This is an optimization exercise on Yosys and OpenROAD, whose aim is small area, not a production implementation.
The RTL was checked by simulation tests, not by an equivalence proof against the original design.
Power is estimated from default activity; no workload was simulated.

==> build 86 <==
// axi_split_top
module axi_split_top
(
   input  logic       clk,
   input  logic       resetn,
   input  axi_split_pkg::addr_t      s_aw_addr,
   input  axi_split_pkg::len_t       s_aw_len,
   input  logic       s_aw_valid,
   output logic       s_aw_ready,
   input  axi_split_pkg::wide_data_t s_w_data,
   input  logic       s_w_last,
   input  logic       s_w_valid,
   output logic       s_w_ready,
   output logic       s_b_valid,
   input  logic       s_b_ready,
   input  axi_split_pkg::addr_t      s_ar_addr,
   input  axi_split_pkg::len_t       s_ar_len,
   input  logic       s_ar_valid,
   output logic       s_ar_ready,
   output axi_split_pkg::wide_data_t s_r_data,
   output logic       s_r_last,
   output logic       s_r_valid,
   input  logic       s_r_ready,
   output axi_split_pkg::addr_t      m0_aw_addr,
   output axi_split_pkg::len_t       m0_aw_len,
   output logic       m0_aw_valid,
   input  logic       m0_aw_ready,
   output axi_split_pkg::half_data_t m0_w_data,
   output logic       m0_w_last,
   output logic       m0_w_valid,
   input  logic       m0_w_ready,
   input  logic       m0_b_valid,
   output logic       m0_b_ready,
   output axi_split_pkg::addr_t      m0_ar_addr,
   output axi_split_pkg::len_t       m0_ar_len,
   output logic       m0_ar_valid,
   input  logic       m0_ar_ready,
   input  axi_split_pkg::half_data_t m0_r_data,
   input  logic       m0_r_last,
   input  logic       m0_r_valid,
   output logic       m0_r_ready,
   output axi_split_pkg::addr_t      m1_aw_addr,
   output axi_split_pkg::len_t       m1_aw_len,
   output logic       m1_aw_valid,
   input  logic       m1_aw_ready,
   output axi_split_pkg::half_data_t m1_w_data,
   output logic       m1_w_last,
   output logic       m1_w_valid,
   input  logic       m1_w_ready,
   input  logic       m1_b_valid,
   output logic       m1_b_ready,
   output axi_split_pkg::addr_t      m1_ar_addr,
   output axi_split_pkg::len_t       m1_ar_len,
   output logic       m1_ar_valid,
   input  logic       m1_ar_ready,
   input  axi_split_pkg::half_data_t m1_r_data,
   input  logic       m1_r_last,
   input  logic       m1_r_valid,
   output logic       m1_r_ready
);
clock: 5.0 ns
lec_check: 0
cap_margin: 20
core_margin: 2
core_utilization: 65
cts_buf_list: sky130_fd_sc_hd__clkbuf_4 sky130_fd_sc_hd__clkbuf_8
cts_cluster_diameter: 60
cts_cluster_size: 12
place_density: 0.75
slew_margin: 20
standard.sh (not shown) runs the stock make flow with config.mk's settings and CLKGATE_MAP_FILE= SYNTH_SCRIPT=/design/flow/synth_recipe.tcl, a recipe that flattens the netlist after the stock synthesis.
==> flow/flow/run.sh <==
#!/bin/bash
# Standard layout, with the port buffers made from the smallest buffer cell
set -euo pipefail
export BUFFER_PORTS_ARGS="-buffer_cell sky130_fd_sc_hd__buf_1"
bash standard.sh finish > standard_flow.log 2>&1
==> inputs of trial 8, as changes to build 86 <==
==> flow/flow/run.sh (replaced) <==
#!/bin/bash
# Standard layout, with the port buffers made from the smallest buffer cell
# and a clock tree without dummy balancing loads
set -euo pipefail
export BUFFER_PORTS_ARGS="-buffer_cell sky130_fd_sc_hd__buf_1"
export CTS_ARGS="-sink_clustering_enable -repair_clock_nets -dont_use_dummy_load -sink_clustering_size 10 -sink_clustering_max_diameter 40 -buf_list sky130_fd_sc_hd__clkbuf_4"
bash standard.sh finish > standard_flow.log 2>&1
==> flow/config.mk (replaced) <==
export PLATFORM = sky130hd
export DESIGN_NAME = axi_split_top
export DESIGN_NICKNAME = axi_split_top
export VERILOG_FILES = /design/flow/design.v
export SDC_FILE = /design/flow/constraint.sdc
export NUM_CORES = 4
export LEC_CHECK = 0
export CAP_MARGIN = 20
export CORE_MARGIN = 2
export CORE_UTILIZATION = 75
export GPL_ROUTABILITY_DRIVEN = 0
export PLACE_DENSITY = 0.82
export SLEW_MARGIN = 20
==> notes.md <==
Cell internal power was estimated by the tool at 17300 uW. The flow ran to the end and the layout has no timing, DRC or antenna violations. The final weighted congestion in routability-driven placement was 0.788; the worst-case setup slack after placement was 1.14 ns.

For this design the ratio of total power to cell area is 386 nW/um^2. The area of placed instances was 56800 um^2. For this run, the top clock speed supported by timing is 0.248 GHz.
the above is filed under build 86

==> notes.md <==
The maximum frequency from static timing analysis came out at 0.249 GHz. The met3 track demand over resource came out at 0.0884. The adder and majority gate portion of the synthesized area is 0.0100. The logs give 1505 for the multi-input combinational cell count and 56600 um^2 for the area of placed instances. The flow ran to the end and the layout has no timing, DRC or antenna violations.

Final hold analysis gives a worst-case slack of 0.226 ns. The total internal power came out at 15800 uW. Worst-case setup slack after placement: 1.60 ns. Power per cell area: 362 nW/um^2. Setup violations remaining at the end of the flow were counted as 0. After the first detailed-routing iteration, the DRC count stood at 4240. For this run, the slowest stage of the critical path takes 0.56 ns.
the above is filed under trial 8


========
==> run D <==
==> flow/design.v <==
package axi_split_pkg;
   localparam int ADDR_W     = 32;
   localparam int LEN_W      = 8;
   localparam int DATA_W     = 64;
   localparam int HALF_W     = DATA_W / 2;
   localparam int AX_DEPTH   = 4;
   localparam int DATA_DEPTH = 8;
   localparam int CREDIT_W   = 8;
   typedef logic [ADDR_W-1:0] addr_t;
   typedef logic [LEN_W-1:0]  len_t;
   typedef logic [DATA_W-1:0] wide_data_t;
   typedef logic [HALF_W-1:0] half_data_t;
   typedef struct packed {
      addr_t addr;
      len_t  len;
   } ax_req_t;
   typedef struct packed {
      half_data_t data;
      logic       last;
   } half_beat_t;
endpackage
module axi_split_ptr #(
   parameter int DEPTH = 4
) (
   input  logic                   clk,
   input  logic                   resetn,
   input  logic                   step,
   output logic [$clog2(DEPTH):0] ptr
);
   always_ff @(posedge clk) begin
      if (!resetn) begin
         ptr <= '0;
      end else if (step) begin
         ptr <= ptr + 1'b1;
      end
   end
endmodule
module axi_split_ohptr #(
   parameter int DEPTH = 4
) (
   input  logic             clk,
   input  logic             resetn,
   input  logic             step,
   output logic [DEPTH-1:0] oh,
   output logic             wrap
);
   always_ff @(posedge clk) begin
      if (!resetn) begin
         oh   <= DEPTH'(1);
         wrap <= 1'b0;
      end else if (step) begin
         oh   <= {oh[DEPTH-2:0], oh[DEPTH-1]};
         wrap <= wrap ^ oh[DEPTH-1];
      end
   end
endmodule
module axi_split_ohmux #(
   parameter int W = 8,
   parameter int N = 4
) (
   input  logic [N*W-1:0] d,
   input  logic [N-1:0]   sel,
   output logic [W-1:0]   q
);
   always_comb begin
      q = '0;
      for (int i = 0; i < N; i++) begin
         q = q | (d[i*W +: W] & {W{sel[i]}});
      end
   end
endmodule
import axi_split_pkg::*;
module axi_split_addr_fanout
(
   input  logic    clk,
   input  logic    resetn,
   input  axi_split_pkg::addr_t   s_addr,
   input  axi_split_pkg::len_t    s_len,
   input  logic    s_valid,
   output logic    s_ready,
   output axi_split_pkg::ax_req_t m0_req,
   output axi_split_pkg::ax_req_t m1_req,
   output logic    m0_valid,
   output logic    m1_valid,
   input  logic    m0_ready,
   input  logic    m1_ready
);
   localparam int PW = $clog2(AX_DEPTH);
   localparam int EW = ADDR_W - 1 + LEN_W;
   logic [AX_DEPTH-1:0][EW-1:0] mem;
   logic [PW:0]          wr;
   logic [AX_DEPTH-1:0]  rd0, rd1;
   logic                 rw0, rw1;
   logic                 same0, same1;
   logic [EW-1:0]        e0, e1;
   logic                 push;
   axi_split_ptr   #(.DEPTH(AX_DEPTH)) wr_p  (.clk(clk), .resetn(resetn), .step(push), .ptr(wr));
   axi_split_ohptr #(.DEPTH(AX_DEPTH)) rd0_p (.clk(clk), .resetn(resetn), .step(m0_valid && m0_ready), .oh(rd0), .wrap(rw0));
   axi_split_ohptr #(.DEPTH(AX_DEPTH)) rd1_p (.clk(clk), .resetn(resetn), .step(m1_valid && m1_ready), .oh(rd1), .wrap(rw1));
   assign same0    = rd0[wr[PW-1:0]];
   assign same1    = rd1[wr[PW-1:0]];
   assign m0_valid = !(same0 && (wr[PW] == rw0));
   assign m1_valid = !(same1 && (wr[PW] == rw1));
   assign s_ready  = resetn && !(same0 && (wr[PW] != rw0)) && !(same1 && (wr[PW] != rw1));
   assign push     = s_valid && s_ready;
   always_ff @(posedge clk) begin
      if (push) begin
         for (int i = 0; i < AX_DEPTH; i++) begin
            if (wr[PW-1:0] == i) mem[i] <= {s_addr[ADDR_W-1:1], s_len};
         end
      end
   end
   axi_split_ohmux #(.W(EW), .N(AX_DEPTH)) rm0 (.d(mem), .sel(rd0), .q(e0));
   axi_split_ohmux #(.W(EW), .N(AX_DEPTH)) rm1 (.d(mem), .sel(rd1), .q(e1));
   assign m0_req = {1'b0, e0};
   assign m1_req = {e1[EW-1], ~e1[EW-1], e1[EW-2:0]};
endmodule
import axi_split_pkg::*;
module axi_split_wdata_fanout
(
   input  logic       clk,
   input  logic       resetn,
   input  axi_split_pkg::wide_data_t s_data,
   input  logic       s_last,
   input  logic       s_valid,
   output logic       s_ready,
   output axi_split_pkg::half_beat_t m0_beat,
   output axi_split_pkg::half_beat_t m1_beat,
   output logic       m0_valid,
   output logic       m1_valid,
   input  logic       m0_ready,
   input  logic       m1_ready
);
   localparam int PW = $clog2(DATA_DEPTH);
   logic [DATA_DEPTH-1:0][HALF_W-1:0] lo, hi;
   logic [DATA_DEPTH-1:0]             last;
   logic [DATA_DEPTH-1:0][HALF_W:0]   q0, q1;
   logic [PW:0]                       wr;
   logic [DATA_DEPTH-1:0]             rd0, rd1;
   logic                              rw0, rw1;
   logic                              same0, same1;
   logic                              push;
   axi_split_ptr   #(.DEPTH(DATA_DEPTH)) wr_p  (.clk(clk), .resetn(resetn), .step(push), .ptr(wr));
   axi_split_ohptr #(.DEPTH(DATA_DEPTH)) rd0_p (.clk(clk), .resetn(resetn), .step(m0_valid && m0_ready), .oh(rd0), .wrap(rw0));
   axi_split_ohptr #(.DEPTH(DATA_DEPTH)) rd1_p (.clk(clk), .resetn(resetn), .step(m1_valid && m1_ready), .oh(rd1), .wrap(rw1));
   assign same0    = rd0[wr[PW-1:0]];
   assign same1    = rd1[wr[PW-1:0]];
   assign m0_valid = !(same0 && (wr[PW] == rw0));
   assign m1_valid = !(same1 && (wr[PW] == rw1));
   assign s_ready  = resetn && !(same0 && (wr[PW] != rw0)) && !(same1 && (wr[PW] != rw1));
   assign push     = s_valid && s_ready;
   always_ff @(posedge clk) begin
      if (push) begin
         for (int i = 0; i < DATA_DEPTH; i++) begin
            if (wr[PW-1:0] == i) begin
               lo[i]   <= s_data[HALF_W-1:0];
               hi[i]   <= s_data[DATA_W-1:HALF_W];
               last[i] <= s_last;
            end
         end
      end
   end
   always_comb begin
      for (int i = 0; i < DATA_DEPTH; i++) begin
         q0[i] = {lo[i], last[i]};
         q1[i] = {hi[i], last[i]};
      end
   end
   axi_split_ohmux #(.W(HALF_W + 1), .N(DATA_DEPTH)) rm0 (.d(q0), .sel(rd0), .q(m0_beat));
   axi_split_ohmux #(.W(HALF_W + 1), .N(DATA_DEPTH)) rm1 (.d(q1), .sel(rd1), .q(m1_beat));
endmodule
import axi_split_pkg::*;
module axi_split_bresp_merge
(
   input  logic clk,
   input  logic resetn,
   input  logic m0_b_valid,
   input  logic m1_b_valid,
   input  logic s_b_ready,
   output logic m0_b_ready,
   output logic m1_b_ready,
   output logic s_b_valid
);
   logic [CREDIT_W-1:0] credit [2];
   logic [1:0]          add;
   logic                sub;
   assign m0_b_ready = s_b_ready;
   assign m1_b_ready = s_b_ready;
   assign add[0] = m0_b_valid && m0_b_ready;
   assign add[1] = m1_b_valid && m1_b_ready;
   assign s_b_valid = (credit[0] != '0) && (credit[1] != '0);
   assign sub       = s_b_valid && s_b_ready;
   always_ff @(posedge clk) begin
      if (!resetn) begin
         credit[0] <= '0;
         credit[1] <= '0;
      end else begin
         for (int i = 0; i < 2; i++) begin
            if (add[i] && !sub) begin
               credit[i] <= credit[i] + 1'b1;
            end else if (!add[i] && sub) begin
               credit[i] <= credit[i] - 1'b1;
            end
         end
      end
   end
endmodule
import axi_split_pkg::*;
module axi_split_rdata_join
(
   input  logic       clk,
   input  logic       resetn,
   input  axi_split_pkg::half_beat_t m0_beat,
   input  axi_split_pkg::half_beat_t m1_beat,
   input  logic       m0_valid,
   input  logic       m1_valid,
   output logic       m0_ready,
   output logic       m1_ready,
   output axi_split_pkg::wide_data_t s_data,
   output logic       s_last,
   output logic       s_valid,
   input  logic       s_ready
);
   localparam int PW = $clog2(DATA_DEPTH);
   logic [DATA_DEPTH-1:0][HALF_W:0]   mem0;
   logic [DATA_DEPTH-1:0][HALF_W-1:0] mem1;
   logic [PW:0]                       wr0, wr1;
   logic [DATA_DEPTH-1:0]             rd;
   logic                              rw;
   logic                              same0, same1;
   logic                              push0, push1, pop;
   logic [HALF_W:0]                   h0;
   logic [HALF_W-1:0]                 h1;
   axi_split_ptr   #(.DEPTH(DATA_DEPTH)) wr0_p (.clk(clk), .resetn(resetn), .step(push0), .ptr(wr0));
   axi_split_ptr   #(.DEPTH(DATA_DEPTH)) wr1_p (.clk(clk), .resetn(resetn), .step(push1), .ptr(wr1));
   axi_split_ohptr #(.DEPTH(DATA_DEPTH)) rd_p  (.clk(clk), .resetn(resetn), .step(pop), .oh(rd), .wrap(rw));
   assign same0    = rd[wr0[PW-1:0]];
   assign same1    = rd[wr1[PW-1:0]];
   assign m0_ready = resetn && !(same0 && (wr0[PW] != rw));
   assign m1_ready = resetn && !(same1 && (wr1[PW] != rw));
   assign push0    = m0_valid && m0_ready;
   assign push1    = m1_valid && m1_ready;
   always_ff @(posedge clk) begin
      if (push0) begin
         for (int i = 0; i < DATA_DEPTH; i++) begin
            if (wr0[PW-1:0] == i) mem0[i] <= m0_beat;
         end
      end
      if (push1) begin
         for (int i = 0; i < DATA_DEPTH; i++) begin
            if (wr1[PW-1:0] == i) mem1[i] <= m1_beat.data;
         end
      end
   end
   assign s_valid = !(same0 && (wr0[PW] == rw)) && !(same1 && (wr1[PW] == rw));
   assign pop     = s_valid && s_ready;
   axi_split_ohmux #(.W(HALF_W + 1), .N(DATA_DEPTH)) rm0 (.d(mem0), .sel(rd), .q(h0));
   axi_split_ohmux #(.W(HALF_W),     .N(DATA_DEPTH)) rm1 (.d(mem1), .sel(rd), .q(h1));
   assign s_data = {h1, h0[HALF_W:1]};
   assign s_last = h0[0];
endmodule
import axi_split_pkg::*;
module axi_split_top
(
   input  logic       clk,
   input  logic       resetn,
   input  axi_split_pkg::addr_t      s_aw_addr,
   input  axi_split_pkg::len_t       s_aw_len,
   input  logic       s_aw_valid,
   output logic       s_aw_ready,
   input  axi_split_pkg::wide_data_t s_w_data,
   input  logic       s_w_last,
   input  logic       s_w_valid,
   output logic       s_w_ready,
   output logic       s_b_valid,
   input  logic       s_b_ready,
   input  axi_split_pkg::addr_t      s_ar_addr,
   input  axi_split_pkg::len_t       s_ar_len,
   input  logic       s_ar_valid,
   output logic       s_ar_ready,
   output axi_split_pkg::wide_data_t s_r_data,
   output logic       s_r_last,
   output logic       s_r_valid,
   input  logic       s_r_ready,
   output axi_split_pkg::addr_t      m0_aw_addr,
   output axi_split_pkg::len_t       m0_aw_len,
   output logic       m0_aw_valid,
   input  logic       m0_aw_ready,
   output axi_split_pkg::half_data_t m0_w_data,
   output logic       m0_w_last,
   output logic       m0_w_valid,
   input  logic       m0_w_ready,
   input  logic       m0_b_valid,
   output logic       m0_b_ready,
   output axi_split_pkg::addr_t      m0_ar_addr,
   output axi_split_pkg::len_t       m0_ar_len,
   output logic       m0_ar_valid,
   input  logic       m0_ar_ready,
   input  axi_split_pkg::half_data_t m0_r_data,
   input  logic       m0_r_last,
   input  logic       m0_r_valid,
   output logic       m0_r_ready,
   output axi_split_pkg::addr_t      m1_aw_addr,
   output axi_split_pkg::len_t       m1_aw_len,
   output logic       m1_aw_valid,
   input  logic       m1_aw_ready,
   output axi_split_pkg::half_data_t m1_w_data,
   output logic       m1_w_last,
   output logic       m1_w_valid,
   input  logic       m1_w_ready,
   input  logic       m1_b_valid,
   output logic       m1_b_ready,
   output axi_split_pkg::addr_t      m1_ar_addr,
   output axi_split_pkg::len_t       m1_ar_len,
   output logic       m1_ar_valid,
   input  logic       m1_ar_ready,
   input  axi_split_pkg::half_data_t m1_r_data,
   input  logic       m1_r_last,
   input  logic       m1_r_valid,
   output logic       m1_r_ready
);
   axi_split_addr_fanout aw_fanout (
      .clk     (clk),          .resetn  (resetn),
      .s_addr  (s_aw_addr),    .s_len   (s_aw_len),
      .s_valid (s_aw_valid),   .s_ready (s_aw_ready),
      .m0_req  ({m0_aw_addr, m0_aw_len}),
      .m1_req  ({m1_aw_addr, m1_aw_len}),
      .m0_valid(m0_aw_valid),  .m1_valid(m1_aw_valid),
      .m0_ready(m0_aw_ready),  .m1_ready(m1_aw_ready)
   );
   axi_split_addr_fanout ar_fanout (
      .clk     (clk),          .resetn  (resetn),
      .s_addr  (s_ar_addr),    .s_len   (s_ar_len),
      .s_valid (s_ar_valid),   .s_ready (s_ar_ready),
      .m0_req  ({m0_ar_addr, m0_ar_len}),
      .m1_req  ({m1_ar_addr, m1_ar_len}),
      .m0_valid(m0_ar_valid),  .m1_valid(m1_ar_valid),
      .m0_ready(m0_ar_ready),  .m1_ready(m1_ar_ready)
   );
   axi_split_wdata_fanout w_fanout (
      .clk     (clk),          .resetn  (resetn),
      .s_data  (s_w_data),     .s_last  (s_w_last),
      .s_valid (s_w_valid),    .s_ready (s_w_ready),
      .m0_beat ({m0_w_data, m0_w_last}),
      .m1_beat ({m1_w_data, m1_w_last}),
      .m0_valid(m0_w_valid),   .m1_valid(m1_w_valid),
      .m0_ready(m0_w_ready),   .m1_ready(m1_w_ready)
   );
   axi_split_bresp_merge b_merge (
      .clk       (clk),        .resetn    (resetn),
      .m0_b_valid(m0_b_valid), .m1_b_valid(m1_b_valid),
      .s_b_ready (s_b_ready),
      .m0_b_ready(m0_b_ready), .m1_b_ready(m1_b_ready),
      .s_b_valid (s_b_valid)
   );
   axi_split_rdata_join r_join (
      .clk     (clk),          .resetn  (resetn),
      .m0_beat ({m0_r_data, m0_r_last}),
      .m1_beat ({m1_r_data, m1_r_last}),
      .m0_valid(m0_r_valid),   .m1_valid(m1_r_valid),
      .m0_ready(m0_r_ready),   .m1_ready(m1_r_ready),
      .s_data  (s_r_data),     .s_last  (s_r_last),
      .s_valid (s_r_valid),    .s_ready (s_r_ready)
   );
endmodule
==> flow/flow/run.sh <==
#!/bin/bash
# Standard layout, with the port buffers made from the smallest buffer cell
# and a clock tree without dummy balancing loads
set -euo pipefail
export BUFFER_PORTS_ARGS="-buffer_cell sky130_fd_sc_hd__buf_1"
export CTS_ARGS="-sink_clustering_enable -repair_clock_nets -dont_use_dummy_load -sink_clustering_size 10 -sink_clustering_max_diameter 40 -buf_list sky130_fd_sc_hd__clkbuf_4"
bash standard.sh finish > standard_flow.log 2>&1
==> flow/standard.sh <==
#!/bin/bash
# synth_recipe.tcl (not shown) runs the flow's synth.tcl, then flattens the netlist and writes it again
# the make line also repeats each setting of config.mk as NAME=value (left out here)
make -C /OpenROAD-flow-scripts/flow DESIGN_CONFIG=/design/flow/config.mk WORK_HOME=/design/flow/orfs CLKGATE_MAP_FILE= SYNTH_SCRIPT=/design/flow/synth_recipe.tcl "${@:-finish}"
==> flow/config.mk <==
export PLATFORM = sky130hd
export DESIGN_NAME = axi_split_top
export DESIGN_NICKNAME = axi_split_top
export VERILOG_FILES = /design/flow/design.v
export SDC_FILE = /design/flow/constraint.sdc
export NUM_CORES = 4
export LEC_CHECK = 0
export CAP_MARGIN = 10
export CORE_MARGIN = 2
export CORE_UTILIZATION = 75
export PLACE_DENSITY = 0.82
export SLEW_MARGIN = 10
==> flow/constraint.sdc <==
create_clock -name core_clock -period 5.0 [get_ports {clk}]
set_input_delay 1.0000 -clock core_clock [delete_from_list [all_inputs] [get_ports {clk}]]
set_output_delay 1.0000 -clock core_clock [all_outputs]
set_load 0.01 [all_outputs]
==> run E: changes against run D <==
Settings changed: CAP_MARGIN 10 to 20, GPL_TIMING_DRIVEN set to 0, SLEW_MARGIN 10 to 20.
==> run X: changes against run D <==
==> flow/flow/run.sh (replaced) <==
#!/bin/bash
# Standard layout, with the port buffers made from the smallest buffer cell
set -euo pipefail
export BUFFER_PORTS_ARGS="-buffer_cell sky130_fd_sc_hd__buf_1"
bash standard.sh finish > standard_flow.log 2>&1
Settings changed: CAP_MARGIN 10 to 20, CORE_UTILIZATION 75 to 65, CTS_BUF_LIST set to sky130_fd_sc_hd__clkbuf_4 sky130_fd_sc_hd__clkbuf_8, CTS_CLUSTER_DIAMETER set to 45, CTS_CLUSTER_SIZE set to 16, PLACE_DENSITY 0.82 to 0.75, SLEW_MARGIN 10 to 20.
==> run A: changes against run D <==
==> flow/flow/run.sh (replaced) <==
#!/bin/bash
# Standard layout, with the port buffers made from the smallest buffer cell
set -euo pipefail
export BUFFER_PORTS_ARGS="-buffer_cell sky130_fd_sc_hd__buf_1"
bash standard.sh finish > standard_flow.log 2>&1
Settings changed: CAP_MARGIN 10 to 20, CORE_UTILIZATION 75 to 70, CTS_BUF_LIST set to sky130_fd_sc_hd__clkbuf_4, CTS_CLUSTER_DIAMETER set to 40, CTS_CLUSTER_SIZE set to 8, PLACE_DENSITY 0.82 to 0.78, SLEW_MARGIN 10 to 20.
==> comparison <==
Sequential share of layout area: run X < run E < run A < run D. Non-clock buffer count: run A < run D < run X < run E. Register-to-register slack: run X is better than run E (430 ps). Clock-buffer cell count, highest first: run A, run D, run E, run X. Between run A and run X, the lower design area is in run A (gap about 1%, measured against run X). Between run A and run D, the lower power is in run D (gap 8.8%, measured against run D). Routed wire length: run X is larger than run A (about 1.4%). In synthesized area, run A and run X do not differ. Core utilization: run E > run D > run A > run X.

==> afterwards: timing with drivers on the ports <==
The flow's constraints put no driver on any port. The routed layouts listed below were extracted and timed again, unchanged, in two steps. Step 1 (the two cells are an assumption about what drives the block):
set clk [get_ports {clk}]
set_driving_cell -lib_cell sky130_fd_sc_hd__clkbuf_16 $clk
set_driving_cell -lib_cell sky130_fd_sc_hd__buf_2 [delete_from_list [all_inputs] $clk]
Step 2 moves the port delays by t, midway between the first and last clock arrival at a register: inputs arrive t later, outputs are due t later. That takes back most of the time a late clock gives input paths. Slacks: no drivers / after step 1 / after step 2; pairs: no drivers / after step 1.
run	shift t [ns]	setup WS [ns]	pins driven straight from the clock port
build 86	0.855	0.976 / 0.909 / 1.070	1
trial 8	1.038	0.979 / 0.914 / 1.496	1
run D	1.035	0.986 / 0.921 / 1.495	1
run E	1.084	0.342 / 0.274 / 1.046	1
run X	0.867	0.960 / 0.895 / 1.082	1
run A	1.094	0.856 / 0.790 / 1.467	1
After both steps every run listed still meets setup and hold.
